Context: an optimization exercise on an open-source flow, tuned for small area. The choices shown serve that exercise and are no tape-out recipe.
The RTL was checked by simulation tests, not by an equivalence proof against the original design.
Power figures rest on the tool's default switching activity, not on a simulated workload.

==> flow/design.v <==
`default_nettype none
module map_layout_rom
(
  input  logic [4:0] i_y,
  input  logic [2:0] i_gx,
  input  logic [1:0] i_p,
  output logic [6:0] o_group,
  output logic       o_orb
);
  logic w_yb, w_y119, w_y9, w_y10, w_gfirst, w_glast, w_gmid;
  assign w_yb     = (i_y == 5'd0) || (i_y == 5'd20);
  assign w_y119   = (i_y == 5'd1) || (i_y == 5'd19);
  assign w_y9     = (i_y == 5'd9);
  assign w_y10    = (i_y == 5'd10);
  assign w_gfirst = (i_gx == 3'd0);
  assign w_glast  = (i_gx == 3'd6);
  assign w_gmid   = (i_gx == 3'd3);
  always_comb begin
    if (w_yb)
      o_group = 7'b0111111;                          
    else if (i_y[0]) begin                           
      if (w_gfirst)      o_group = w_y119 ? 7'b0110110 : 7'b0111010;   
      else if (w_glast)  o_group = w_y119 ? 7'b0100111 : 7'b0101011;   
      else if (w_gmid && w_y9) o_group = 7'b1011010;                  
      else               o_group = 7'b0101010;                         
    end else begin                                   
      if (w_gmid && w_y10) o_group = 7'b0100010;                      
      else if (!i_gx[0])   o_group = 7'b0111011;                      
      else                 o_group = 7'b0101110;                      
    end
  end
  always_comb begin
    if (w_yb)
      o_orb = 1'b0;
    else if (i_y[0])
      o_orb = !((w_gfirst && i_p == 2'd0) || (w_glast && i_p == 2'd2) ||
                (w_y9 && w_gmid && i_p == 2'd1));
    else
      o_orb = i_gx[0] ^ i_p[0];
  end
endmodule
`default_nettype wire
`default_nettype none
module map_controller
(
  input  logic       clock_50,
  input  logic       resetn,
  input  logic       init,
  output logic       busy,
  input  logic [4:0] map_x,
  input  logic [4:0] map_y,
  output logic [2:0] sprite_type,
  input  logic       wr_en,
  input  logic [4:0] wr_x,
  input  logic [4:0] wr_y,
  input  logic [2:0] wr_type,
  output logic       wr_ack,
  output logic       wr_err,
  output logic [8:0] orbs_left,
  output logic       level_clear
);
  localparam int NGX = 7;
  localparam int NY  = 21;
  localparam int NG  = NGX * NY;
  function automatic logic is_orb(input logic [2:0] t);
    is_orb = (t == 3'b001) || (t == 3'b010);
  endfunction
  function automatic logic [6:0] enc(input logic [2:0] a, input logic [2:0] b,
                                     input logic [2:0] c);
    case ({a[2], b[2], c[2]})
      3'b000: enc = {1'b0, a[1:0], b[1:0], c[1:0]};
      3'b100: enc = {3'b100, b[1:0], c[1:0]};
      3'b010: enc = {3'b101, a[1:0], c[1:0]};
      3'b001: enc = {3'b110, a[1:0], b[1:0]};
      3'b110: enc = {5'b11100, c[1:0]};
      3'b101: enc = {5'b11101, b[1:0]};
      3'b011: enc = {5'b11110, a[1:0]};
      default: enc = 7'b1111100;
    endcase
  endfunction
  function automatic logic [8:0] dec(input logic [6:0] g);
    logic [2:0] a, b, c;
    if (!g[6]) begin
      a = {1'b0, g[5:4]}; b = {1'b0, g[3:2]}; c = {1'b0, g[1:0]};
    end else begin
      case (g[5:4])
        2'b00: begin a = 3'b100;         b = {1'b0, g[3:2]}; c = {1'b0, g[1:0]}; end
        2'b01: begin a = {1'b0, g[3:2]}; b = 3'b100;         c = {1'b0, g[1:0]}; end
        2'b10: begin a = {1'b0, g[3:2]}; b = {1'b0, g[1:0]}; c = 3'b100;         end
        default: begin
          case (g[3:2])
            2'b00:   begin a = 3'b100;         b = 3'b100;         c = {1'b0, g[1:0]}; end
            2'b01:   begin a = 3'b100;         b = {1'b0, g[1:0]}; c = 3'b100;         end
            2'b10:   begin a = {1'b0, g[1:0]}; b = 3'b100;         c = 3'b100;         end
            default: begin a = 3'b100;         b = 3'b100;         c = 3'b100;         end
          endcase
        end
      endcase
    end
    dec = {a, b, c};
  endfunction
  function automatic logic [2:0] dec_sel(input logic [6:0] g, input logic [1:0] p);
    logic [8:0] t;
    t = dec(g);
    case (p)
      2'd0:    dec_sel = t[8:6];
      2'd1:    dec_sel = t[5:3];
      default: dec_sel = t[2:0];
    endcase
  endfunction
  function automatic logic [NGX-1:0] gx_hot(input logic [4:0] x);
    case (x)
      5'd0,  5'd1,  5'd2:  gx_hot = 7'b0000001;
      5'd3,  5'd4,  5'd5:  gx_hot = 7'b0000010;
      5'd6,  5'd7,  5'd8:  gx_hot = 7'b0000100;
      5'd9,  5'd10, 5'd11: gx_hot = 7'b0001000;
      5'd12, 5'd13, 5'd14: gx_hot = 7'b0010000;
      5'd15, 5'd16, 5'd17: gx_hot = 7'b0100000;
      5'd18, 5'd19, 5'd20: gx_hot = 7'b1000000;
      default:             gx_hot = 7'b0000000;
    endcase
  endfunction
  function automatic logic [1:0] pos3(input logic [4:0] x);
    case (x)
      5'd0, 5'd3, 5'd6, 5'd9,  5'd12, 5'd15, 5'd18: pos3 = 2'd0;
      5'd1, 5'd4, 5'd7, 5'd10, 5'd13, 5'd16, 5'd19: pos3 = 2'd1;
      default:                                       pos3 = 2'd2;
    endcase
  endfunction
  function automatic logic [NY-1:0] y_hot(input logic [4:0] y);
    for (int j = 0; j < NY; j++)
      y_hot[j] = (y == 5'(j));
  endfunction
  function automatic logic [NGX-1:0] g_hot(input logic [2:0] g);
    for (int k = 0; k < NGX; k++)
      g_hot[k] = (g == 3'(k));
  endfunction
  logic       r_busy;      
  logic       r_wrst;      
  logic [4:0] r_iy;        
  logic [2:0] r_igx;       
  logic [1:0] r_ip;        
  logic [8:0] r_orbs;
  logic       r_wr_ack, r_wr_err;
  logic [2:0] r_spr;
  logic       r_ph;        
  logic       r_pol;       
  logic       r_early;     
  logic [6:0] r_old;       
  logic [6:0] r_slot [0:NGX*10-1];    
  logic [6:0] r_pair [0:NGX*10-1];    
  logic [6:0] r_row20 [0:NGX-1];      
  logic [NY-1:0]  w_ry, w_wy;
  logic [NGX-1:0] w_rgx, w_wgx;
  logic [10:0]    w_qy;
  logic [6:0]     w_rg, w_wport, w_wg, w_wd, w_def_grp, w_bus, w_rd_grp, w_rgp, w_wpp, w_slot_d;
  logic           w_rinv, w_winv;
  logic [8:0]     w_wold;
  logic [2:0]     w_old;
  logic           w_def_orb, w_byp, w_wnow, w_accept, w_we, w_wr_ok, w_row20;
  logic [4:0]     w_ay;
  map_layout_rom u_rom (
    .i_y     (r_iy),
    .i_gx    (r_igx),
    .i_p     (r_ip),
    .o_group (w_def_grp),
    .o_orb   (w_def_orb)
  );
  function automatic logic [4:0] phys_y(input logic [4:0] y, input logic ph);
    phys_y = {y[4:1], y[0] ^ (ph & !(y[4] & y[2]))};
  endfunction
  assign w_ry  = y_hot(phys_y(map_y, r_ph));
  assign w_rgx = gx_hot(map_x);
  assign w_ay  = r_busy ? r_iy : wr_y;
  assign w_wy  = y_hot(phys_y(w_ay, r_ph));
  assign w_wgx = r_busy ? g_hot(r_igx) : gx_hot(wr_x);
  logic [7*NG-1:0] w_flat;
  for (genvar m = 0; m < 10; m++) begin : g_flat_pair
    for (genvar k = 0; k < NGX; k++) begin : g_col
      assign w_flat[((2*m)*NGX+k)*7 +: 7]   = r_slot[m*NGX+k];
      assign w_flat[((2*m+1)*NGX+k)*7 +: 7] = r_pair[m*NGX+k];
    end
  end
  for (genvar k = 0; k < NGX; k++) begin : g_flat_20
    assign w_flat[(20*NGX+k)*7 +: 7] = r_row20[k];
  end
  map_port u_rd_port (.i_grp(w_flat), .i_yh(w_ry), .i_gh(w_rgx), .o_grp(w_rgp));
  always_comb begin
    if (map_y[4] && map_y[2])    w_rinv = 1'b0;
    else if (map_y[0] ^ r_ph)    w_rinv = r_pol;
    else                         w_rinv = r_ph ^ r_pol;
  end
  assign w_rg = w_rgp ^ {7{w_rinv}};
  logic [7*NGX*11-1:0] w_qflat;
  for (genvar m = 0; m < 10; m++) begin : g_qflat
    assign w_qflat[m*NGX*7 +: NGX*7] = w_flat[(2*m+1)*NGX*7 +: NGX*7];
    assign w_qy[m] = w_wy[2*m+1];
  end
  assign w_qflat[10*NGX*7 +: NGX*7] = w_flat[20*NGX*7 +: NGX*7];
  assign w_qy[10] = w_wy[20];
  map_port #(.NR(11)) u_wr_port (.i_grp(w_qflat), .i_yh(w_qy), .i_gh(w_wgx), .o_grp(w_wpp));
  assign w_wr_ok  = (wr_x <= 5'd20) && (wr_y <= 5'd20) && (wr_type <= 3'b100);
  assign w_accept = !r_busy && !r_wrst && !init && wr_en && w_wr_ok;
  assign w_row20  = wr_y[4] && wr_y[2];
  assign w_wnow   = (wr_y[0] ^ r_ph) || w_row20;
  assign w_winv   = r_pol && !w_row20;
  assign w_wport  = w_wpp ^ {7{w_winv}};
  assign w_wg = r_early ? r_old : w_wport;
  always_comb begin
    w_wold = dec(w_wg);
    case (pos3(wr_x))
      2'd0:    begin w_old = w_wold[8:6]; w_wd = enc(wr_type, w_wold[5:3], w_wold[2:0]); end
      2'd1:    begin w_old = w_wold[5:3]; w_wd = enc(w_wold[8:6], wr_type, w_wold[2:0]); end
      default: begin w_old = w_wold[2:0]; w_wd = enc(w_wold[8:6], w_wold[5:3], wr_type); end
    endcase
  end
  assign w_bus = r_busy ? w_def_grp : w_wd;
  assign w_slot_d = w_bus ^ {7{r_pol}};
  assign w_we  = r_busy || (r_wrst && w_wnow) || (w_accept && w_wnow && !w_row20);
  for (genvar m = 0; m < 10; m++) begin : g_pair
    for (genvar k = 0; k < NGX; k++) begin : g_col
      logic       w_en;
      logic [6:0] w_d;
      assign w_en = w_we && w_wy[2*m+1] && w_wgx[k];
      map_slot_mux u_mux (.i_en(w_en), .i_en_n(!w_en), .i_bus(w_slot_d),
                          .i_pair(r_pair[m*NGX+k]), .o_d(w_d));
      always_ff @(posedge clock_50) begin
        r_slot[m*NGX+k] <= w_d;
        r_pair[m*NGX+k] <= r_slot[m*NGX+k];
      end
    end
  end
  for (genvar k = 0; k < NGX; k++) begin : g_row20
    always_ff @(posedge clock_50)
      if (w_we && w_wy[20] && w_wgx[k])
        r_row20[k] <= w_bus;
  end
  assign w_byp    = r_early && (map_y == wr_y) && ((w_rgx & w_wgx) != '0);
  assign w_rd_grp = w_byp ? r_old : w_rg;
  logic       w_done, w_rd_ok, w_p_last, w_g_last;
  logic [8:0] w_orbs_nxt;
  assign w_p_last = (r_ip == 2'd2);
  assign w_g_last = w_p_last && (r_igx == 3'd6);
  assign w_done   = w_g_last && (r_iy == 5'd20);
  assign w_rd_ok  = (map_x <= 5'd20) && (map_y <= 5'd20);
  always_comb begin
    logic w_inc, w_dec;
    w_inc = r_busy ? w_def_orb : (r_wrst && !is_orb(w_old) && is_orb(wr_type));
    w_dec = !r_busy && r_wrst && is_orb(w_old) && !is_orb(wr_type);
    w_orbs_nxt = r_orbs + {{8{w_dec}}, w_inc || w_dec};
    if (r_busy && r_iy == 5'd0) w_orbs_nxt = 9'd0;
  end
  always_ff @(posedge clock_50)
    r_old <= w_wport;
  always_ff @(posedge clock_50 or negedge resetn) begin
    if (!resetn) begin
      r_busy   <= 1'b1;
      r_wrst   <= 1'b0;
      r_iy     <= '0;
      r_igx    <= '0;
      r_ip     <= '0;
      r_orbs   <= '0;
      r_wr_ack <= 1'b0;
      r_wr_err <= 1'b0;
      r_spr    <= '0;
      r_ph     <= 1'b0;
      r_pol    <= 1'b0;
      r_early  <= 1'b0;
    end else begin
      r_busy   <= r_busy ? !w_done : init;
      r_wrst   <= w_accept;
      r_ip     <= (r_busy && !w_p_last) ? r_ip + 2'd1 : 2'd0;
      r_igx    <= (r_busy && !w_g_last) ? r_igx + {2'd0, w_p_last} : 3'd0;
      r_iy     <= (r_busy && !w_done) ? r_iy + {4'd0, w_g_last} : 5'd0;
      r_orbs   <= w_orbs_nxt;
      r_wr_ack <= r_wrst;
      r_wr_err <= !r_busy && !r_wrst && !init && wr_en && !w_wr_ok;
      r_spr    <= (w_rd_ok && !r_busy) ? dec_sel(w_rd_grp, pos3(map_x)) : 3'b000;
      r_ph     <= !r_ph;
      r_pol    <= r_pol ^ r_ph;
      r_early  <= w_accept && w_wnow && !w_row20;
    end
  end
  assign busy        = r_busy;
  assign sprite_type = r_spr;
  assign wr_ack      = r_wr_ack;
  assign wr_err      = r_wr_err;
  assign orbs_left   = r_orbs;
  assign level_clear = (r_orbs == 9'd0) && !r_busy;
endmodule
module map_port
#(
  parameter int NR = 21
)
(
  input  logic [7*7*NR-1:0] i_grp,
  input  logic [NR-1:0]     i_yh,
  input  logic [6:0]        i_gh,
  output logic [6:0]        o_grp
);
  logic [7*NR-1:0] w_row;
  for (genvar j = 0; j < NR; j++) begin : g_row
    map_mux #(.N(7)) u_col (.i_d(i_grp[j*49 +: 49]), .i_sel(i_gh), .o_d(w_row[j*7 +: 7]));
  end
  map_mux #(.N(NR)) u_row (.i_d(w_row), .i_sel(i_yh), .o_d(o_grp));
endmodule
module map_mux
#(
  parameter int N = 7
)
(
  input  logic [7*N-1:0] i_d,
  input  logic [N-1:0]   i_sel,
  output logic [6:0]     o_d
);
  localparam int N3 = N / 3;
  localparam int NT = N3 + ((N % 3) != 0 ? 1 : 0);
  logic [6:0] w_t [0:NT-1];
  for (genvar i = 0; i < N3; i++) begin : g_aoi
    map_aoi3 u_aoi (.i_d(i_d[i*21 +: 21]), .i_sel(i_sel[i*3 +: 3]), .o_n(w_t[i]));
  end
  if (N % 3 == 1) begin : g_rest1
    assign w_t[N3] = ~({7{i_sel[N-1]}} & i_d[(N-1)*7 +: 7]);
  end else if (N % 3 == 2) begin : g_rest2
    assign w_t[N3] = ~(({7{i_sel[N-2]}} & i_d[(N-2)*7 +: 7]) |
                       ({7{i_sel[N-1]}} & i_d[(N-1)*7 +: 7]));
  end
  always_comb begin
    o_d = '1;
    for (int i = 0; i < NT; i++)
      o_d = o_d & w_t[i];
    o_d = ~o_d;
  end
endmodule
module map_aoi3
(
  input  logic [20:0] i_d,
  input  logic [2:0]  i_sel,
  output logic [6:0]  o_n
);
  assign o_n = ~(({7{i_sel[0]}} & i_d[0 +: 7]) | ({7{i_sel[1]}} & i_d[7 +: 7]) |
                 ({7{i_sel[2]}} & i_d[14 +: 7]));
endmodule
module map_slot_mux
(
  input  logic       i_en,
  input  logic       i_en_n,
  input  logic [6:0] i_bus,
  input  logic [6:0] i_pair,
  output logic [6:0] o_d
);
  assign o_d = ~(({7{i_en}} | i_pair) & ({7{i_en_n}} | i_bus));
endmodule
`default_nettype wire
==> flow/run.sh <==
#!/bin/bash
# synth_recipe.tcl (not shown) runs the flow's synth.tcl, then flattens the netlist and writes it again
# the make line also repeats each setting of config.mk as NAME=value (left out here)
make -C /OpenROAD-flow-scripts/flow DESIGN_CONFIG=/design/flow/config.mk WORK_HOME=/design/flow/orfs CLKGATE_MAP_FILE= SYNTH_SCRIPT=/design/flow/synth_recipe.tcl finish
==> flow/config.mk <==
export PLATFORM = sky130hd
export DESIGN_NAME = map_controller
export DESIGN_NICKNAME = map_controller
export VERILOG_FILES = /design/flow/design.v
export SDC_FILE = /design/flow/constraint.sdc
export NUM_CORES = 4
export LEC_CHECK = 0
export CAP_MARGIN = 20
export CORE_MARGIN = 2
export CORE_UTILIZATION = 65
export CTS_CLUSTER_DIAMETER = 100
export CTS_CLUSTER_SIZE = 25
export SLEW_MARGIN = 20
export SYNTH_HIERARCHICAL = 1
export SYNTH_MINIMUM_KEEP_SIZE = 0
==> flow/constraint.sdc <==
create_clock -name core_clock -period 40.0 [get_ports {clock_50}]
set_input_delay 8.0000 -clock core_clock [delete_from_list [all_inputs] [get_ports {clock_50}]]
set_output_delay 8.0000 -clock core_clock [all_outputs]
set_load 0.01 [all_outputs]
==> flow_summary.yaml, run 1 <==
critical_path:
  path_class: "primary input to flop"
  r2r_start: "r_busy"
  critical_path.n_buffers_inverters: 6
  crit_path_start_kind: "primary input"
  rr_worst_depth: 23
  worst-r2r-setup-slack_ns: 29.75
  critPathMaxFanout: 48
  cpLargestDelayFamily: "compound AO/OA/AOI/OAI gates"
  setup.worst_path.end_class: "flop"
  terminus_of_the_critical_flop_to_flop_path: "r_slot[36][3]"
  worst_path_max_delay_cell: "sky130_fd_sc_hd__o41ai_2"
  cp_data_arrival_time_ns: 18.24
  data_required_time_of_the_worst_path_ns: 40.50
  timing.critical_path.slowest_cell_delay_ns: 0.92
timing:
  fmax_mhz: 56.4
  report.final.setup_viol: 0
  period_minus_slack_ns: 17.74
  finalHoldWorstSlack_ns: 0.323
  timing_hold_violations_final: 0
  min_period_over_period_pct: 44.4
  setup_repair_after_global_routing_missed_its_margin: "false"
  fin_tns_setup_ns: 0
  slew_headroom_pct: 7.75
  timing.final.max_slew_violations: 0
  timing_worst_slew_pin_value_ns: 1.38
  skew_ns: 0.0370
cts:
  clk_slew_on_worst_s_h_paths_ns: 0.10
  insertion_delay_ns: 0.66
  clock_tree.buffer_depth: 3
  tritoncts: "done"
  cts_hold_repair.buffers: 0
  postCtsSetupBuffers: 0
  clockRootBuffer: "sky130_fd_sc_hd__clkbuf_16"
  cts_buffers: 48
  tritoncts_num_sinks: 1065
  post_cts_resize_count: 0
  htree_num_levels: 2
run:
  max-cap-violations: 0
die:
  die_height_um: 244
  fp.dieArea_um2: 59600
  dieWidth_um: 244
  row_count: 88
  io-pin-count: 43
  start_util_pct: 65.4
  core-area_um2: 57400
synthesis:
  synth_fp_nets: 3479
  synth_area_leaders: "sky130_fd_sc_hd__dfxtp_1 53%, sky130_fd_sc_hd__a222oi_1 14%, sky130_fd_sc_hd__o22ai_1 8.3%"
  ys_dominant_reg_cell: "sky130_fd_sc_hd__dfxtp_1"
  synthesis.area_per_instance_um2: 11.0
  syn-cell-area_um2: 37500
  synthDistinctLibCells: 90
  yosysSeqAreaShare_pct: 58.6
  ys_warns: 22
  gate_count_of_the_mapped_netlist: 3418
  yosys.cell_count.top_type: "sky130_fd_sc_hd__dfxtp_1"
  number_of_flops_mapped_to_enable_cells_by_yosys: 49
  synthArstFlopShare_pct: 2.72
  postSynthRegisterBits: 1065
  synth.largest_area_cell: "sky130_fd_sc_hd__dfxtp_1"
  area_share_of_the_largest_cell_type_after_synthesis_pct: 52.7
  synth.top_cells.by_count: "987 x sky130_fd_sc_hd__dfxtp_1, 518 x sky130_fd_sc_hd__a222oi_1, 498 x sky130_fd_sc_hd__o22ai_1"
power_and_ir_drop:
  leakage_nw: 15.2
  ir_drop_mv: 0.0468
  pwr_density_cell_nw_per_um2: 42.9
final_layout:
  drive_above_1_share_pct: 4.74
  finalNetCount: 3574
  num-fill-cells: 4271
  layout-area-overhead-vs-synth_pct: 8.14
  antenna_cells_inserted: 0
drt:
  met3_length_mm: 21.7
  detail_route.vias_per_cell: 8.08
  ant_nets: 0
  overall_via_count_from_detail_route: 34600
  finalWirelength_mm: 137
  drt_first_pass_iters: 13
  wl_per_cell_um: 32.0
  remaining_drc_errors: 0
  wl_met1_mm: 48.3
  drt-initial-drc-count: 9520
  routed-wl-met2_mm: 58.1
  maxUsedRoutingLayer: "met5"
global_routing:
  overflow: 0
  grt_use_total_pct: 44.2
  grt_start_max_net_pins: 108
  grt_pass1_wl_mm: 203
  grt_pass1_vias: 32900
  antenna_found_initial: 4
hold_path:
  source_of_the_worst_hold_timing_path: "r_slot[14][4]"
  hold_class: "flop to flop"
  min_to: "r_pair[14][4]"
  min_path_cells: 0
placed_design:
  detailedPlacementHpwl_mm: 86.9
  io_buffers: 42
  gp_congestion: 0.983
status:
  run_status: "timing/DRC/antenna clean"
-- worst max-delay path by stage --
| stage | startpoint | end | slack [ns] | cells after the start |
|---|---|---|---|---|
| 2_1_floorplan | map_x[2] | r_spr[0] | 17.63 | 18 |
| 3_3_place_gp | wr_x[1] | r_slot[30][3] | 22.14 | 26 |
| 3_5_place_dp | wr_x[1] | r_slot[65][3] | 21.80 | 26 |
| 4_1_cts | wr_x[1] | r_slot[32][3] | 22.45 | 26 |
| 5_1_grt | wr_x[1] | r_orbs[8] | 22.16 | 34 |
| 6_report | wr_x[1] | r_slot[36][3] | 22.26 | 26 |
-- registers in the layout, summed over array words and instances (netlist names) --
| signal | cells |
|---|---|
| r_pair | 490 |
| r_slot | 490 |
| r_row20 | 49 |
| r_orbs | 9 |
| r_old | 7 |
| r_iy | 5 |
| r_igx | 3 |
| r_spr | 3 |
| r_ip | 2 |
| r_busy | 1 |
| r_early | 1 |
| r_ph | 1 |
| r_pol | 1 |
| r_wr_ack | 1 |
| r_wr_err | 1 |
| r_wrst | 1 |
-- report_power, final --
part / switching, mW / leakage [nW] / internal, mW
logic: 0.0746 / 5.56 / 0.0426
clock network: 0.328 / 0.628 / 0.223
registers: 0.00304 / 9.02 / 1.07
-- layout by cell type (no fill, tap or decap), drive strengths merged, types with 27 or more instances in the layout --
master	n
a21oi	34
a222oi	518
buf	59
clkbuf	54
clkdlybuf4s50	42
dfrtp	28
dfxtp	987
edfxtp	49
ha	33
inv	42
nand2	365
nand2b	27
nand3	248
nor2	172
o21ai	42
o22ai	498
-- routing by layer --
layer	global-route usage, %	vias to the layer above
met5	1.31	-
met3	13.1	626
met2	65.2	3175
met1	58.2	16400
li1	-	14400
met4	24.4	8
-- cell families after synthesis --
| logic type | after synthesis | synth area share [%] |
|---|---|---|
| xor gates and xnor gates | 47 | 1.15 |
| buffers and inverters | 97 | 1.16 |
| adders and majority gates | 34 | 1.15 |
| DFF | 1065 | 58.6 |
| other | 1 | 0.0100 |
| muxes | 18 | 0.500 |
| and+or+nand+nor | 941 | 11.5 |
| AOI/OAI and AO/OA | 1215 | 26.0 |
-- worst reg2reg max path, stage by stage (launching register included) --
cell                        delay [ns]
sky130_fd_sc_hd__dfstp_2          0.58
sky130_fd_sc_hd__buf_4            0.42
sky130_fd_sc_hd__or2_1            0.24
sky130_fd_sc_hd__o21a_1           0.83
sky130_fd_sc_hd__clkinv_2         0.55
sky130_fd_sc_hd__buf_4            0.50
sky130_fd_sc_hd__a222oi_1         0.49
sky130_fd_sc_hd__nand3_1          0.15
sky130_fd_sc_hd__a222oi_1         0.89
sky130_fd_sc_hd__nand4_1          0.48
sky130_fd_sc_hd__xnor2_1          0.28
sky130_fd_sc_hd__mux2i_1          0.31
sky130_fd_sc_hd__inv_1            0.12
sky130_fd_sc_hd__ha_1             0.35
sky130_fd_sc_hd__and2_1           0.21
sky130_fd_sc_hd__o211a_1          0.15
sky130_fd_sc_hd__nor3_2           0.78
sky130_fd_sc_hd__xnor2_1          0.20
sky130_fd_sc_hd__a2bb2oi_1        0.18
sky130_fd_sc_hd__nor2_1           0.07
sky130_fd_sc_hd__o41ai_2          0.92
sky130_fd_sc_hd__xor2_4           0.67
sky130_fd_sc_hd__buf_4            0.57
sky130_fd_sc_hd__o22ai_1          0.20
-- Yosys stat by module (local to each module, per instance), excerpt --
module / cells inside / times used / flops+latches / area, um2
map_controller: 1897 / 1 / 1065 / 26900
map_aoi3: 7 / 74 / 0 / 70.1
map_layout_rom: 37 / 1 / 0 / 233
map_slot_mux: 7 / 70 / 0 / 43.8
-- area by class of cell --
cell class | count | area (um2) | area share, %
timing repair buffer | 101 | 921 | 2.27
multi-input combinational | 2256 | 15300 | 37.7
inverter | 41 | 158 | 0.389
tap | 765 | 957 | 2.36
sequential | 1065 | 22000 | 54.1
clock inverter | 3 | 33.8 | 0.0833
clock buffer | 54 | 1240 | 3.07
-- stage by stage --
step / instance area, um2 / setup WS (ns) / cells / total power, mW / util [%]
detailed placement: 39200 / 21.80 / 4227 / 1.21 / 68.4
CTS: 40500 / 22.45 / 4284 / 1.73 / 70.6
global placement: 39200 / 22.14 / 4227 / 1.21 / 68.4
floorplan: 37500 / 17.63 / 3418 / 1.18 / -
finish: 40600 / 22.26 / 4285 / 1.74 / 70.7
global route: 40600 / 22.16 / 4285 / 1.78 / 70.7
==> run 2, diff against run 1 <==
--- a/flow/config.mk
+++ b/flow/config.mk
@@ -8,8 +8,9 @@
 export CAP_MARGIN = 20
 export CORE_MARGIN = 2
 export CORE_UTILIZATION = 65
+export CTS_BUF_LIST = sky130_fd_sc_hd__clkbuf_8
 export CTS_CLUSTER_DIAMETER = 100
-export CTS_CLUSTER_SIZE = 25
+export CTS_CLUSTER_SIZE = 16
 export SLEW_MARGIN = 20
 export SYNTH_HIERARCHICAL = 1
 export SYNTH_MINIMUM_KEEP_SIZE = 0
==> flow_summary.yaml, run 2 <==
status:
  run_status: "timing/DRC/antenna clean"
final_layout:
  drive_above_1_share_pct: 5.60
  multi_input_area_um2: 15300
  finalNetCount: 3603
  num-fill-cells: 4335
  layout_commonest_cell: "sky130_fd_sc_hd__dfxtp_1"
  layout_common_cells: "987 x sky130_fd_sc_hd__dfxtp_1, 518 x sky130_fd_sc_hd__a222oi_1, 498 x sky130_fd_sc_hd__o22ai_1"
  largestRegisters: "r_pair: 490 flops, r_slot: 490 flops, r_row20: 49 flops"
  layout-area-overhead-vs-synth_pct: 7.86
  fin_area_um2: 40400
  ff_latch_area_um2: 22000
die:
  io-pin-count: 43
  start_util_pct: 65.4
  dieWidth_um: 244
  core-area_um2: 57400
  row_count: 88
  fp.dieArea_um2: 59600
  die_height_um: 244
cts:
  clk_slew_on_worst_s_h_paths_ns: 0.09
  insertion_delay_ns: 0.74
  postCtsSetupBuffers: 0
  cts_buffers: 76
  htree_num_levels: 3
  cts_hold_repair.buffers: 0
  post_cts_resize_count: 0
  clockRootBuffer: "sky130_fd_sc_hd__clkbuf_8"
  tritoncts: "done"
  clock_tree.buffer_depth: 3
  tritoncts_num_sinks: 1065
global_routing:
  grt_pass1_wl_mm: 205
  grt_pass1_vias: 33100
  grt_start_max_net_pins: 108
  antenna_found_initial: 5
  overflow: 0
  grt_use_total_pct: 44.6
synthesis:
  ys_dominant_reg_cell: "sky130_fd_sc_hd__dfxtp_1"
  synthArstFlopShare_pct: 2.72
  postSynthRegisterBits: 1065
  synthDistinctLibCells: 90
  yosysSeqAreaShare_pct: 58.6
  synthesis.area_per_instance_um2: 11.0
  yosys.cell_count.top_type: "sky130_fd_sc_hd__dfxtp_1"
  area_share_of_the_largest_cell_type_after_synthesis_pct: 52.7
  number_of_flops_mapped_to_enable_cells_by_yosys: 49
  synth.largest_area_cell: "sky130_fd_sc_hd__dfxtp_1"
  ys_warns: 22
  synth.top_cells.by_count: "987 x sky130_fd_sc_hd__dfxtp_1, 518 x sky130_fd_sc_hd__a222oi_1, 498 x sky130_fd_sc_hd__o22ai_1"
  gate_count_of_the_mapped_netlist: 3418
  syn-cell-area_um2: 37500
  synth_fp_nets: 3479
  synth_area_leaders: "sky130_fd_sc_hd__dfxtp_1 53%, sky130_fd_sc_hd__a222oi_1 14%, sky130_fd_sc_hd__o22ai_1 8.3%"
drt:
  wl_per_cell_um: 32.0
  remaining_drc_errors: 0
  ant_nets: 0
  drt-initial-drc-count: 9307
  detail_route.vias_per_cell: 8.05
  overall_via_count_from_detail_route: 34800
  finalWirelength_mm: 138
  drt_first_pass_iters: 14
placed_design:
  post_dp_cell_area_um2: 39200
  detailedPlacementHpwl_mm: 86.9
  preCtsSetupSlack_ns: 21.80
  gp_congestion: 0.983
  io_buffers: 42
critical_path:
  data_required_time_of_the_worst_path_ns: 40.57
  worst_path_max_delay_cell: "sky130_fd_sc_hd__o21a_1"
  worst-r2r-setup-slack_ns: 29.80
  timing.critical_path.slowest_cell_delay_ns: 0.90
  cp_data_arrival_time_ns: 18.20
  setup.worst_path.end_class: "flop"
  critPathMaxFanout: 48
  path_class: "primary input to flop"
  crit_path_start_kind: "primary input"
power_and_ir_drop:
  leakage_nw: 15.2
  share_seq_of_total_power_pct: 62.9
  p_int_mw: 1.29
  pwr_density_cell_nw_per_um2: 42.2
  power.net_switching_mw: 0.414
  total_power_mw: 1.71
  clock_power_share_pct: 30.3
  netSwitchingFraction_pct: 24.2
  ir_drop_mv: 0.0411
  comb_power_share_pct: 6.9
timing:
  finalHoldWorstSlack_ns: 0.336
  slew_headroom_pct: 14.5
  report.final.setup_viol: 0
  skew_ns: 0.0438
  final.setup.worst_slack_ns: 22.38
  fmax_mhz: 56.8
  period_minus_slack_ns: 17.62
  fin_tns_setup_ns: 0
  timing.final.max_slew_violations: 0
  timing_hold_violations_final: 0
  min_period_over_period_pct: 44.1
  timing_worst_slew_pin_value_ns: 1.28
  setup_repair_after_global_routing_missed_its_margin: "false"
hold_path:
  hold_class: "flop to flop"
run:
  max-cap-violations: 0
==> run 2: cell counts after synthesis <==
No cell type changed its count.
==> run 2: routing by layer <==
metal	vias to the layer above	wire, um	share of wire, %	GRT usage (%)
met3	661	22200	16	13.9
met2	3236	58600	42	65.2
li1	14400	-	-	-
met4	2	9000	6.5	25.0
met5	-	13	0.0094	0
met1	16500	48700	35	58.9
==> run 2: power groups by stage <==
stage	combinational [mW]	sequential, mW	clock (mW)
CTS	0.111	1.07	0.513
finish	0.117	1.07	0.517
detailed placement	0.111	1.10	0
floorplan	0.0809	1.10	0
global placement	0.108	1.10	0
global route	0.122	1.07	0.551
==> run 2: per-stage QoR <==
step | util [%] | cells
after global placement | 68.4 | 4227
after detailed placement | 68.4 | 4227
after CTS | 70.4 | 4317
after global routing | 70.5 | 4320
after floorplan | - | 3418
final | 70.5 | 4326
==> run 2: layout make-up <==
cell class	count	area share (%)
timing repair buffer	102	2.29
tap	765	2.37
inverter	41	0.390
clock buffer	79	2.69
antenna	7	0.0433
clock inverter	11	0.158
multi-input combinational	2256	37.8
sequential	1065	54.3
==> run 2: worst max-delay path, delay by kind of cell <==
| family | cells | cell delay [ns] |
|---|---|---|
| AO/OA/AOI/OAI | 13 | 4.04 |
| XOR/XNOR | 3 | 0.58 |
| adder cells (fa/ha/maj) | 4 | 1.23 |
| buffers and inverters | 5 | 1.95 |
| multiplexers | 1 | 0.30 |
| AND/OR/NAND/NOR | 8 | 2.05 |
==> run 2: worst paths after layout <==
kind	start	to	cells past startpoint
setup / recovery	wr_x[1]	r_orbs[8]	34
max in group asynchronous	resetn	r_busy	2
hold reg to reg	r_slot[52][0]	r_pair[52][0]	0
hold / removal	r_slot[52][0]	r_pair[52][0]	0
min in group asynchronous	resetn	r_spr[0]	2
setup reg to reg	r_busy	r_orbs[8]	31
==> run 2: cells by family (layout without fill, tap and decap cells) <==
kind of cell,after synthesis,in the layout,share of synthesized area (%)
AO/OA/AOI/OAI,1215,1215,26.0
AND/OR/NAND/NOR,941,941,11.5
multiplexers,18,18,0.500
other,1,8,0.0100
XOR/XNOR,47,47,1.15
buffers and inverters,97,233,1.16
flip-flops,1065,1065,58.6
adder cells (fa/ha/maj),34,34,1.15
==> run 2: per-module statistics from Yosys (local to each module, per instance), excerpt <==
module	flops+latches	cell area, um2
map_controller	1065	26900
map_layout_rom	0	233
map_slot_mux	0	43.8
map_aoi3	0	70.1

## re-timing with driven ports
In the flow no input, the clock included, has a driving cell. The finished layouts below were timed again as built, in two steps. Step 1 assumes that a clkbuf_16 drives the clock port and a buf_2 every other input. Step 2 adds t to the input delays and takes it off the output delays; t is the mean of the earliest and latest rising clock arrival at the registers after step 1. Input paths then give back, and output paths get back, about the clock's delay inside the block. Slacks: ideal / step 1 / step 2; pairs: ideal / step 1.
| run | shift t [ns] | slack for setup (ns) | hold WS [ns] | clock arrival spread, ns | cell pins on the clock port's net |
|---|---|---|---|---|---|
| run 1 | 0.714 | 22.257 / 22.301 / 21.587 | 0.323 / 0.323 / 0.323 | 0.037 / 0.037 | 1 |
| run 2 | 0.781 | 22.379 / 22.415 / 21.634 | 0.336 / 0.336 / 0.336 | 0.044 / 0.044 | 1 |
After both steps every run listed still meets setup and hold. For run 2, which loses most, drivers alone change the setup slack by +0.036 ns; drivers and shift together by -0.745 ns.
